This design comes from an exercise in tuning for a short achievable clock period and few clock cycles on the open sky130 flow, not from production work.
Function was checked by simulation only, so behaviour that the tests miss may differ from the original.
Power is estimated from default activity; no workload was simulated.

===== design.v =====
package core_pkg;
  typedef logic [31:0] word_t;
  typedef logic [4:0]  reg_idx_t;
  typedef enum logic [4:0] {
    OP_ADD, OP_SUB, OP_SLL, OP_SLT, OP_SLTU, OP_XOR, OP_SRL, OP_SRA, OP_OR, OP_AND,
    OP_ADDI, OP_SLTI, OP_SLTIU, OP_XORI, OP_ORI, OP_ANDI, OP_SLLI, OP_SRLI, OP_SRAI,
    OP_LUI, OP_AUIPC,
    OP_BEQ, OP_BNE, OP_BLT, OP_BGE, OP_BLTU, OP_BGEU,
    OP_JAL, OP_JALR,
    OP_LW, OP_SW
  } op_e;
  typedef enum logic [2:0] {
    ST_IDLE, ST_FETCH, ST_DECODE, ST_EXECUTE, ST_MEMORY, ST_WRITEBACK
  } stage_e;
  typedef struct packed {
    word_t result;
    word_t store_data;
    word_t next_pc;
    logic  write_rd;
  } exec_res_t;
  localparam logic [6:0] OPC_LUI    = 7'b0110111;
  localparam logic [6:0] OPC_AUIPC  = 7'b0010111;
  localparam logic [6:0] OPC_JAL    = 7'b1101111;
  localparam logic [6:0] OPC_JALR   = 7'b1100111;
  localparam logic [6:0] OPC_BRANCH = 7'b1100011;
  localparam logic [6:0] OPC_LOAD   = 7'b0000011;
  localparam logic [6:0] OPC_STORE  = 7'b0100011;
  localparam logic [6:0] OPC_OP_IMM = 7'b0010011;
  localparam logic [6:0] OPC_OP     = 7'b0110011;
  localparam logic [2:0] F3_ADD_SUB = 3'b000;
  localparam logic [2:0] F3_SLL     = 3'b001;
  localparam logic [2:0] F3_SLT     = 3'b010;
  localparam logic [2:0] F3_SLTU    = 3'b011;
  localparam logic [2:0] F3_XOR     = 3'b100;
  localparam logic [2:0] F3_SR      = 3'b101;
  localparam logic [2:0] F3_OR      = 3'b110;
  localparam logic [2:0] F3_AND     = 3'b111;
  localparam logic [2:0] F3_BEQ  = 3'b000;
  localparam logic [2:0] F3_BNE  = 3'b001;
  localparam logic [2:0] F3_BLT  = 3'b100;
  localparam logic [2:0] F3_BGE  = 3'b101;
  localparam logic [2:0] F3_BLTU = 3'b110;
  localparam logic [2:0] F3_BGEU = 3'b111;
  localparam logic [2:0] F3_W    = 3'b010;
  localparam logic [6:0] F7_BASE = 7'b0000000;
  localparam logic [6:0] F7_ALT  = 7'b0100000;
endpackage
`timescale 1ns/1ns
import core_pkg::*;
module core_fetch #(
  parameter logic [31:0] RESET_PC = '0
) (
  input  logic      CLK,
  input  logic      RST_N,
  input  core_pkg::word_t     i_imem_data,
  input  core_pkg::exec_res_t i_res,
  output core_pkg::word_t     o_imem_addr,
  output core_pkg::word_t     o_pc,
  output core_pkg::word_t     o_instr,
  output core_pkg::stage_e    o_stage
);
  core_pkg::word_t  pc_q;
  core_pkg::word_t  instr_q;
  core_pkg::stage_e stage_q;
  always_ff @(posedge CLK) begin
    if (!RST_N) begin
      stage_q <= ST_IDLE;
    end else begin
      case (stage_q)
        ST_IDLE:      stage_q <= ST_FETCH;
        ST_FETCH:     stage_q <= ST_DECODE;
        ST_DECODE:    stage_q <= ST_EXECUTE;
        ST_EXECUTE:   stage_q <= ST_MEMORY;
        ST_MEMORY:    stage_q <= ST_WRITEBACK;
        default:      stage_q <= ST_FETCH;
      endcase
    end
  end
  always_ff @(posedge CLK) begin
    if (!RST_N) begin
      pc_q <= RESET_PC;
    end else if (stage_q == ST_WRITEBACK) begin
      pc_q <= i_res.next_pc;
    end
  end
  always_ff @(posedge CLK) begin
    if (stage_q == ST_FETCH) begin
      instr_q <= i_imem_data;
    end
  end
  assign o_imem_addr = {2'b00, pc_q[31:2]};
  assign o_pc        = pc_q;
  assign o_instr     = instr_q;
  assign o_stage     = stage_q;
endmodule
`timescale 1ns/1ns
import core_pkg::*;
module core_decode (
  input  logic     CLK,
  input  logic     RST_N,
  input  core_pkg::stage_e   i_stage,
  input  core_pkg::word_t    i_instr,
  input  core_pkg::word_t    i_pc,
  output core_pkg::reg_idx_t o_rs1_idx,
  output core_pkg::reg_idx_t o_rs2_idx,
  input  core_pkg::word_t    i_rs1_val,
  input  core_pkg::word_t    i_rs2_val,
  output core_pkg::op_e      o_op,
  output core_pkg::reg_idx_t o_rd,
  output core_pkg::word_t    o_rs1_val,
  output core_pkg::word_t    o_rs2_val,
  output core_pkg::word_t    o_imm,
  output core_pkg::word_t    o_pc
);
  logic [6:0] opcode;
  logic [2:0] funct3;
  logic [6:0] funct7;
  core_pkg::reg_idx_t   rd_f;
  core_pkg::word_t      imm_i, imm_s, imm_b, imm_u, imm_j;
  core_pkg::op_e        op_next;
  core_pkg::reg_idx_t   rd_next;
  core_pkg::word_t      imm_next;
  assign opcode = i_instr[6:0];
  assign funct3 = i_instr[14:12];
  assign funct7 = i_instr[31:25];
  assign rd_f   = i_instr[11:7];
  assign imm_i = {{20{i_instr[31]}}, i_instr[31:20]};
  assign imm_s = {{20{i_instr[31]}}, i_instr[31:25], i_instr[11:7]};
  assign imm_b = {{19{i_instr[31]}}, i_instr[31], i_instr[7], i_instr[30:25],
                  i_instr[11:8], 1'b0};
  assign imm_u = {i_instr[31:12], 12'b0};
  assign imm_j = {{11{i_instr[31]}}, i_instr[31], i_instr[19:12], i_instr[20],
                  i_instr[30:21], 1'b0};
  assign o_rs1_idx = i_instr[19:15];
  assign o_rs2_idx = i_instr[24:20];
  always_comb begin
    op_next  = OP_ADDI;
    rd_next  = '0;
    imm_next = imm_i;
    case (opcode)
      OPC_LUI: begin
        op_next  = OP_LUI;
        rd_next  = rd_f;
        imm_next = imm_u;
      end
      OPC_AUIPC: begin
        op_next  = OP_AUIPC;
        rd_next  = rd_f;
        imm_next = imm_u;
      end
      OPC_JAL: begin
        op_next  = OP_JAL;
        rd_next  = rd_f;
        imm_next = imm_j;
      end
      OPC_JALR: begin
        op_next = OP_JALR;
        rd_next = rd_f;
      end
      OPC_BRANCH: begin
        imm_next = imm_b;
        case (funct3)
          F3_BEQ:  op_next = OP_BEQ;
          F3_BNE:  op_next = OP_BNE;
          F3_BLT:  op_next = OP_BLT;
          F3_BGE:  op_next = OP_BGE;
          F3_BLTU: op_next = OP_BLTU;
          F3_BGEU: op_next = OP_BGEU;
          default: op_next = OP_ADDI;
        endcase
      end
      OPC_LOAD: begin
        if (funct3 == F3_W) begin
          op_next = OP_LW;
          rd_next = rd_f;
        end
      end
      OPC_STORE: begin
        if (funct3 == F3_W) begin
          op_next  = OP_SW;
          imm_next = imm_s;
        end
      end
      OPC_OP_IMM: begin
        rd_next = rd_f;
        case (funct3)
          F3_ADD_SUB: op_next = OP_ADDI;
          F3_SLL:     op_next = OP_SLLI;
          F3_SLT:     op_next = OP_SLTI;
          F3_SLTU:    op_next = OP_SLTIU;
          F3_XOR:     op_next = OP_XORI;
          F3_SR:      op_next = (funct7 == F7_ALT) ? OP_SRAI : OP_SRLI;
          F3_OR:      op_next = OP_ORI;
          default:    op_next = OP_ANDI;
        endcase
      end
      OPC_OP: begin
        if (funct7 == F7_BASE || funct7 == F7_ALT) begin
          rd_next = rd_f;
          case (funct3)
            F3_ADD_SUB: op_next = (funct7 == F7_ALT) ? OP_SUB : OP_ADD;
            F3_SLL:     op_next = OP_SLL;
            F3_SLT:     op_next = OP_SLT;
            F3_SLTU:    op_next = OP_SLTU;
            F3_XOR:     op_next = OP_XOR;
            F3_SR:      op_next = (funct7 == F7_ALT) ? OP_SRA : OP_SRL;
            F3_OR:      op_next = OP_OR;
            default:    op_next = OP_AND;
          endcase
        end
      end
      default: begin
        op_next = OP_ADDI;
      end
    endcase
  end
  always_ff @(posedge CLK) begin
    if (!RST_N) begin
      o_op <= OP_ADDI;
      o_rd <= '0;
    end else if (i_stage == ST_DECODE) begin
      o_op <= op_next;
      o_rd <= rd_next;
    end
  end
  always_ff @(posedge CLK) begin
    if (i_stage == ST_DECODE) begin
      o_rs1_val <= i_rs1_val;
      o_rs2_val <= i_rs2_val;
      o_imm     <= imm_next;
      o_pc      <= i_pc;
    end
  end
endmodule
`timescale 1ns/1ns
import core_pkg::*;
module core_regfile (
  input  logic     CLK,
  input  logic     RST_N,
  input  core_pkg::reg_idx_t i_rs1_idx,
  input  core_pkg::reg_idx_t i_rs2_idx,
  output core_pkg::word_t    o_rs1_val,
  output core_pkg::word_t    o_rs2_val,
  input  core_pkg::reg_idx_t i_rd_idx,
  input  core_pkg::word_t    i_rd_val,
  input  logic     i_we
);
  core_pkg::word_t regs [32];
  always_ff @(posedge CLK) begin
    if (!RST_N) begin
      for (int i = 0; i < 32; i++) begin
        regs[i] <= '0;
      end
    end else if (i_we && i_rd_idx != '0) begin
      regs[i_rd_idx] <= i_rd_val;
    end
  end
  assign o_rs1_val = (i_rs1_idx == '0) ? '0 : regs[i_rs1_idx];
  assign o_rs2_val = (i_rs2_idx == '0) ? '0 : regs[i_rs2_idx];
endmodule
`timescale 1ns/1ns
import core_pkg::*;
module core_execute (
  input  logic      CLK,
  input  logic      RST_N,
  input  core_pkg::stage_e    i_stage,
  input  core_pkg::op_e       i_op,
  input  core_pkg::word_t     i_rs1_val,
  input  core_pkg::word_t     i_rs2_val,
  input  core_pkg::word_t     i_imm,
  input  core_pkg::word_t     i_pc,
  output core_pkg::exec_res_t o_res
);
  core_pkg::word_t     op_b;
  core_pkg::word_t     alu;
  core_pkg::word_t     pc_plus4;
  core_pkg::word_t     jalr_target;
  logic      lt_s;
  logic      lt_u;
  logic      taken;
  core_pkg::exec_res_t res_next;
  always_comb begin
    case (i_op)
      OP_ADD, OP_SUB, OP_SLL, OP_SLT, OP_SLTU,
      OP_XOR, OP_SRL, OP_SRA, OP_OR, OP_AND: op_b = i_rs2_val;
      default:                               op_b = i_imm;
    endcase
  end
  assign pc_plus4    = i_pc + 32'd4;
  assign jalr_target = (i_rs1_val + i_imm) & ~32'd1;
  assign lt_s        = $signed(i_rs1_val) < $signed(op_b);
  assign lt_u        = i_rs1_val < op_b;
  always_comb begin
    case (i_op)
      OP_ADD, OP_ADDI, OP_LW, OP_SW: alu = i_rs1_val + op_b;
      OP_SUB:                        alu = i_rs1_val - op_b;
      OP_SLL, OP_SLLI:               alu = i_rs1_val << op_b[4:0];
      OP_SRL, OP_SRLI:               alu = i_rs1_val >> op_b[4:0];
      OP_SRA, OP_SRAI:               alu = $signed(i_rs1_val) >>> op_b[4:0];
      OP_SLT, OP_SLTI:               alu = {31'b0, lt_s};
      OP_SLTU, OP_SLTIU:             alu = {31'b0, lt_u};
      OP_XOR, OP_XORI:               alu = i_rs1_val ^ op_b;
      OP_OR, OP_ORI:                 alu = i_rs1_val | op_b;
      OP_AND, OP_ANDI:               alu = i_rs1_val & op_b;
      OP_LUI:                        alu = i_imm;
      OP_AUIPC:                      alu = i_pc + i_imm;
      OP_JAL, OP_JALR:               alu = pc_plus4;
      default:                       alu = '0;
    endcase
  end
  always_comb begin
    case (i_op)
      OP_BEQ:  taken = i_rs1_val == i_rs2_val;
      OP_BNE:  taken = i_rs1_val != i_rs2_val;
      OP_BLT:  taken = $signed(i_rs1_val) < $signed(i_rs2_val);
      OP_BGE:  taken = $signed(i_rs1_val) >= $signed(i_rs2_val);
      OP_BLTU: taken = i_rs1_val < i_rs2_val;
      OP_BGEU: taken = i_rs1_val >= i_rs2_val;
      OP_JAL:  taken = 1'b1;
      default: taken = 1'b0;
    endcase
  end
  always_comb begin
    res_next.result     = alu;
    res_next.store_data = i_rs2_val;
    if (i_op == OP_JALR) begin
      res_next.next_pc = jalr_target;
    end else if (taken) begin
      res_next.next_pc = i_pc + i_imm;
    end else begin
      res_next.next_pc = pc_plus4;
    end
    case (i_op)
      OP_BEQ, OP_BNE, OP_BLT, OP_BGE, OP_BLTU, OP_BGEU, OP_SW: res_next.write_rd = 1'b0;
      default:                                                  res_next.write_rd = 1'b1;
    endcase
  end
  always_ff @(posedge CLK) begin
    if (!RST_N) begin
      o_res <= '0;
    end else if (i_stage == ST_EXECUTE) begin
      o_res <= res_next;
    end
  end
endmodule
`timescale 1ns/1ns
import core_pkg::*;
module core_writeback (
  input  logic      CLK,
  input  logic      RST_N,
  input  core_pkg::stage_e    i_stage,
  input  core_pkg::op_e       i_op,
  input  core_pkg::reg_idx_t  i_rd,
  input  core_pkg::exec_res_t i_res,
  input  core_pkg::word_t     i_dmem_rdata,
  output core_pkg::word_t     o_dmem_addr,
  output core_pkg::word_t     o_dmem_wdata,
  output logic      o_dmem_we,
  output core_pkg::reg_idx_t  o_rd_idx,
  output core_pkg::word_t     o_rd_val,
  output logic      o_rd_we
);
  core_pkg::word_t load_q;
  assign o_dmem_addr  = i_res.result;
  assign o_dmem_wdata = i_res.store_data;
  assign o_dmem_we    = (i_stage == ST_MEMORY) && (i_op == OP_SW);
  always_ff @(posedge CLK) begin
    if (!RST_N) begin
      load_q <= '0;
    end else if (i_stage == ST_MEMORY) begin
      load_q <= i_dmem_rdata;
    end
  end
  assign o_rd_idx = i_rd;
  assign o_rd_val = (i_op == OP_LW) ? load_q : i_res.result;
  assign o_rd_we  = (i_stage == ST_WRITEBACK) && i_res.write_rd;
endmodule
`timescale 1ns/1ns
import core_pkg::*;
module core_top #(
  parameter logic [31:0] RESET_PC = '0
) (
  input  logic  CLK,
  input  logic  RST_N,
  input  core_pkg::word_t i_imem_data,
  output core_pkg::word_t o_imem_addr,
  input  core_pkg::word_t i_dmem_rdata,
  output core_pkg::word_t o_dmem_addr,
  output core_pkg::word_t o_dmem_wdata,
  output logic  o_dmem_we
);
  core_pkg::stage_e    stage;
  core_pkg::word_t     pc;
  core_pkg::word_t     instr;
  core_pkg::exec_res_t res;
  core_pkg::reg_idx_t  rs1_idx;
  core_pkg::reg_idx_t  rs2_idx;
  core_pkg::word_t     rs1_val;
  core_pkg::word_t     rs2_val;
  core_pkg::reg_idx_t  rd_idx;
  core_pkg::word_t     rd_val;
  logic      rd_we;
  core_pkg::op_e       dec_op;
  core_pkg::reg_idx_t  dec_rd;
  core_pkg::word_t     dec_rs1_val;
  core_pkg::word_t     dec_rs2_val;
  core_pkg::word_t     dec_imm;
  core_pkg::word_t     dec_pc;
  core_fetch #(
    .RESET_PC (RESET_PC)
  ) u_fetch (
    .CLK         (CLK),
    .RST_N       (RST_N),
    .i_imem_data (i_imem_data),
    .i_res       (res),
    .o_imem_addr (o_imem_addr),
    .o_pc        (pc),
    .o_instr     (instr),
    .o_stage     (stage)
  );
  core_decode u_decode (
    .CLK       (CLK),
    .RST_N     (RST_N),
    .i_stage   (stage),
    .i_instr   (instr),
    .i_pc      (pc),
    .o_rs1_idx (rs1_idx),
    .o_rs2_idx (rs2_idx),
    .i_rs1_val (rs1_val),
    .i_rs2_val (rs2_val),
    .o_op      (dec_op),
    .o_rd      (dec_rd),
    .o_rs1_val (dec_rs1_val),
    .o_rs2_val (dec_rs2_val),
    .o_imm     (dec_imm),
    .o_pc      (dec_pc)
  );
  core_regfile u_regfile (
    .CLK       (CLK),
    .RST_N     (RST_N),
    .i_rs1_idx (rs1_idx),
    .i_rs2_idx (rs2_idx),
    .o_rs1_val (rs1_val),
    .o_rs2_val (rs2_val),
    .i_rd_idx  (rd_idx),
    .i_rd_val  (rd_val),
    .i_we      (rd_we)
  );
  core_execute u_execute (
    .CLK     (CLK),
    .RST_N   (RST_N),
    .i_stage (stage),
    .i_op      (dec_op),
    .i_rs1_val (dec_rs1_val),
    .i_rs2_val (dec_rs2_val),
    .i_imm     (dec_imm),
    .i_pc      (dec_pc),
    .o_res   (res)
  );
  core_writeback u_writeback (
    .CLK          (CLK),
    .RST_N        (RST_N),
    .i_stage      (stage),
    .i_op         (dec_op),
    .i_rd         (dec_rd),
    .i_res        (res),
    .i_dmem_rdata (i_dmem_rdata),
    .o_dmem_addr  (o_dmem_addr),
    .o_dmem_wdata (o_dmem_wdata),
    .o_dmem_we    (o_dmem_we),
    .o_rd_idx     (rd_idx),
    .o_rd_val     (rd_val),
    .o_rd_we      (rd_we)
  );
endmodule

===== run.sh =====
#!/bin/bash
# synth_recipe.tcl (not shown) runs the flow's synth.tcl, then flattens the netlist and writes it again
# the make line also repeats each setting of config.mk as NAME=value (left out here)
make -C /OpenROAD-flow-scripts/flow DESIGN_CONFIG=/design/flow/config.mk WORK_HOME=/design/flow/orfs CLKGATE_MAP_FILE= SYNTH_SCRIPT=/design/flow/synth_recipe.tcl finish

===== config.mk =====
export PLATFORM = sky130hd
export DESIGN_NAME = core_top
export DESIGN_NICKNAME = core_top
export VERILOG_FILES = /design/flow/design.v
export SDC_FILE = /design/flow/constraint.sdc
export NUM_CORES = 4
export LEC_CHECK = 0
export CAP_MARGIN = 20
export CORE_MARGIN = 2
export CORE_UTILIZATION = 40
export SLEW_MARGIN = 20

===== constraint.sdc =====
create_clock -name core_clock -period 8.0 [get_ports {CLK}]
set_input_delay 1.6000 -clock core_clock [delete_from_list [all_inputs] [get_ports {CLK}]]
set_output_delay 1.6000 -clock core_clock [all_outputs]
set_load 0.01 [all_outputs]

==> flow_summary.yaml <==
outcome:
  outcome: "complete, no violations"
worst_setup_path:
  worst_path_max_delay_cell: "dfxtp_1"
  required_ps: 8690
  crit_type: "reg -> reg"
  r2r_start: "u_decode.o_op[2]"
  worst_path_largest_cell_delay_ps: 910
  cp.arrival_ps: 6260
  start_kind: "flop"
  cp-end-kind: "flop"
  cpMostUsedCell: "a211oi_1"
  reg2reg_slack_ps: 2430
  r2r_end: "u_execute.o_res[89]"
  r2r_cells: 16
  critPathMaxFanout: 49
  path_cells: "o21a_1, o21ai_4, nand2_2, buf_4, inv_2, fa_1, nand2b_1, a211oi_1, a211oi_1, o31ai_2, o21ai_0, a21oi_1, a31oi_1, xnor2_1, a211oi_1, a31oi_1"
place:
  place.gp.congestion: 1.04
  port_buffers: 160
  dpl.hpwl_microns: 225000
  place_inst: 9017
timing:
  fin_tns_setup_ps: 0
  rsz0062_at_grt: "false"
  finalHoldViolations: 0
  slew_viol_final: 0
  relSlewSlack_pct: 24.1
  hold_slack_ps: 426
  fin_crit_sh_pct: 69.6
  setup_viol: 0
  fin_skew_ps: 37.8
  period_minus_slack_ps: 5570
  worst_pin_slew_ps: 1140
  fmax_ghz: 0.179
synth:
  synthArstFlopShare_pct: 0
  synth_top_family_by_area: "multiplexers"
  post-synth-top-area-cell: "edfxtp_1"
  yosys.area_share.xor_xnor_pct: 1.25
  avgSynthCellArea_sq_um: 11.9
  syn_area_sq_um: 79600
  syn-instance-count: 6669
  synth_mux_area_share_pct: 21.9
  ys_seq_area_share_pct: 49.0
  synth_top_area_share_pct: 44.7
  synthSimpleGateAreaFrac_pct: 11.2
  synth_edf_count: 1184
  synth_area_leaders: "edfxtp_1 (45%), mux4_2 (18%), nor2_1 (6.0%)"
  synth_compound_area_share_pct: 9.06
  synth_seq_cells: 1358
  ys_warn_count: 5
  ys.flop_type: "edfxtp_1"
  synth_cell_types: 98
  synthAdderAreaFrac_pct: 3.14
finish:
  fin_cells: 9308
  layout_common_cells: "nor2_1 (1266), edfxtp_1 (1184), mux4_2 (640)"
  num-nets-final: 6798
  final_common_cell: "nor2_1"
  drive_gt1_share_pct: 18.4
  area_growth_pct: 11.6
  n_fill_cell: 17900
clock_tree:
  ctsResizeCount: 0
  tritoncts: "done"
  clock-root-buffer: "clkbuf_16"
  clock_latency_ps: 850
  numCtsBuffers: 155
  clockBufferDepth: 3
  clkSinkCount: 1358
  path_clk_slew_ps: 80
  h-tree-depth: 4
  cts_hold_buffers: 0
  post-cts-setup-buffers: 0
global_routing:
  antenna_found_initial: 14
  grt_pass1_vias: 58000
  grt_usage_pct: 31.4
  grt_max_degree: 131
  grt_pass1_wl_microns: 451000
  overflow: 0
detailed_routing:
  drc: 0
  drt-pass1-iter-count: 8
  via_per_inst: 6.43
  dr.first_iter.drc_count: 8944
  wl_per_cell_microns: 34.7
  vias: 59800
  detail-route-antenna-nets: 0
  routed_wl_microns: 323000
power_and_ir_drop:
  powerDensity_nw_per_um2: 212
  finalPower_w: 0.0188
  power.leakage_nw: 30.4
  ir_worst_vdd_mv: 0.241
worst_hold_path:
  worstHoldStart: "u_execute.o_res[4]"
  min_path_type: "reg -> reg"
  hold_end: "u_fetch.pc_q[3]"
  min_delay_path_depth: 2
floorplanning:
  die_y_microns: 450
  num_io_pins: 163
  die_area_sq_um: 203000
  placementRows: 163
  start_util_pct: 40.3
  core_sq_um: 198000
  die_w_microns: 450
job:
  max_cap_viol_count: 0
## routing by layer
metal | share of wire (%) | GRT usage (%) | vias to the layer above | wire length [microns]
li1 | - | - | 24800 | -
met5 | 0.0093 | 0 | - | 30
met2 | 45 | 48.5 | 3820 | 146000
met1 | 37 | 40.2 | 30500 | 120000
met4 | 7.7 | 19.8 | 4 | 25000
met3 | 10 | 6.96 | 721 | 32700
## per-stage QoR
step                setup slack, ps  util, %  instance area, sq um
finish                         2430     44.9                 88800
global route                   2110     44.9                 88800
CTS                            2570     44.9                 88800
detailed placement             2500     42.4                 83800
global placement               2620     42.4                 83700
floorplan                      3530        -                 79700
## state kept, by name (all words and copies together), names as in the netlist
| register | cells |
|---|---|
| u_regfile.regs | 1024 |
| u_execute.o_res | 97 |
| u_decode.o_imm | 32 |
| u_decode.o_pc | 32 |
| u_decode.o_rs1_val | 32 |
| u_decode.o_rs2_val | 32 |
| u_fetch.instr_q | 32 |
| u_fetch.pc_q | 32 |
| u_writeback.load_q | 32 |
| u_decode.o_op | 5 |
| u_decode.o_rd | 5 |
| u_fetch.stage_q | 3 |
## worst max-delay path, delay by kind of cell, from the launching register on
kind	cells	cell delay (ps)
flops	1	910
xor+xnor	1	150
simple gates	2	330
buf+inv	2	630
fa+ha+maj	1	410
compound gates	10	3000
## cell usage after synthesis (23+ instances only)
library cell	instances
nand2b_1	32
o31ai_1	23
clkbuf_1	445
a21oi_1	349
xor2_1	37
o221ai_1	32
edfxtp_1	1184
o211ai_1	42
a31oi_1	32
buf_1	68
mux2i_1	255
buf_4	100
nor4_1	28
buf_2	38
dfxtp_1	174
ha_1	195
nand2_1	519
nor3_1	56
nor2_1	1273
mux2_2	38
nor2b_1	26
xnor2_1	77
a221oi_1	36
nand3_1	69
mux4_2	640
a22oi_1	26
o21ai_0	198
a211oi_1	49
nand4_1	37
inv_1	150
a21o_1	85
## kinds of logic (layout without fill, tap and decap cells)
logic type | after synthesis | after routing
other | 1 | 42
AOI/OAI and AO/OA | 1099 | 1099
adders and majority gates | 198 | 198
buffers and inverters | 813 | 771
and+or+nand+nor | 2152 | 2152
xor gates and xnor gates | 114 | 114
DFF | 1358 | 1358
muxes | 934 | 934
## area by class of cell
type	count	area [sq um]	share of cell area [%]
antenna	8	20.0	0.0225
clock buffer	205	4230	4.77
clock inverter	78	764	0.861
inverter	155	594	0.669
multi-input combinational	4531	37800	42.6
sequential	1358	39000	44.0
tap	2640	3300	3.72
timing repair buffer	333	3010	3.39
## power breakdown
group / switching [W] / internal (W)
Combinational: 0.00222 / 0.00127
Sequential: 0.000257 / 0.00797
Clock: 0.00313 / 0.00399
## worst max path at each step
stage / startpoint / end
after global routing: u_decode.o_op[2] / u_execute.o_res[96]
after global placement: RST_N / u_regfile.regs[20][16]
after detailed placement: RST_N / u_regfile.regs[20][16]
after CTS: u_decode.o_op[2] / u_execute.o_res[89]
final: u_decode.o_op[2] / u_execute.o_res[89]
after floorplan: u_decode.o_op[2] / u_execute.o_res[95]
Testbench counts, summed over its fixed seeds: cycles 753,675.

afterwards: timing with drivers on the ports:
The flow's constraints put no driver on any port. The routed layout listed below was extracted and timed again, unchanged, in two steps. Step 1 (the two cells are an assumption about what drives the block):
set clk [get_ports {CLK}]
set_driving_cell -lib_cell sky130_fd_sc_hd__clkbuf_16 $clk
set_driving_cell -lib_cell sky130_fd_sc_hd__buf_2 [delete_from_list [all_inputs] $clk]
Step 2 adds t to the input delays and takes it off the output delays; t is the mean of the earliest and latest rising clock arrival at the registers after step 1. Input paths then give back, and output paths get back, about the clock's delay inside the block. Three values: ideal, step 1, step 2; two values: the first two.
shift t [ns]: 0.921
setup slack, ns: 2.429 / 2.429 / 2.360
hold slack, ns: 0.426 / 0.426 / 0.426
latest minus earliest clock arrival (ns): 0.040 / 0.040
pins driven straight from the clock port: 1
After both steps this run still meets setup and hold. The setup slack of this run moves by 0.000 ns with the drivers and by -0.069 ns with both steps.
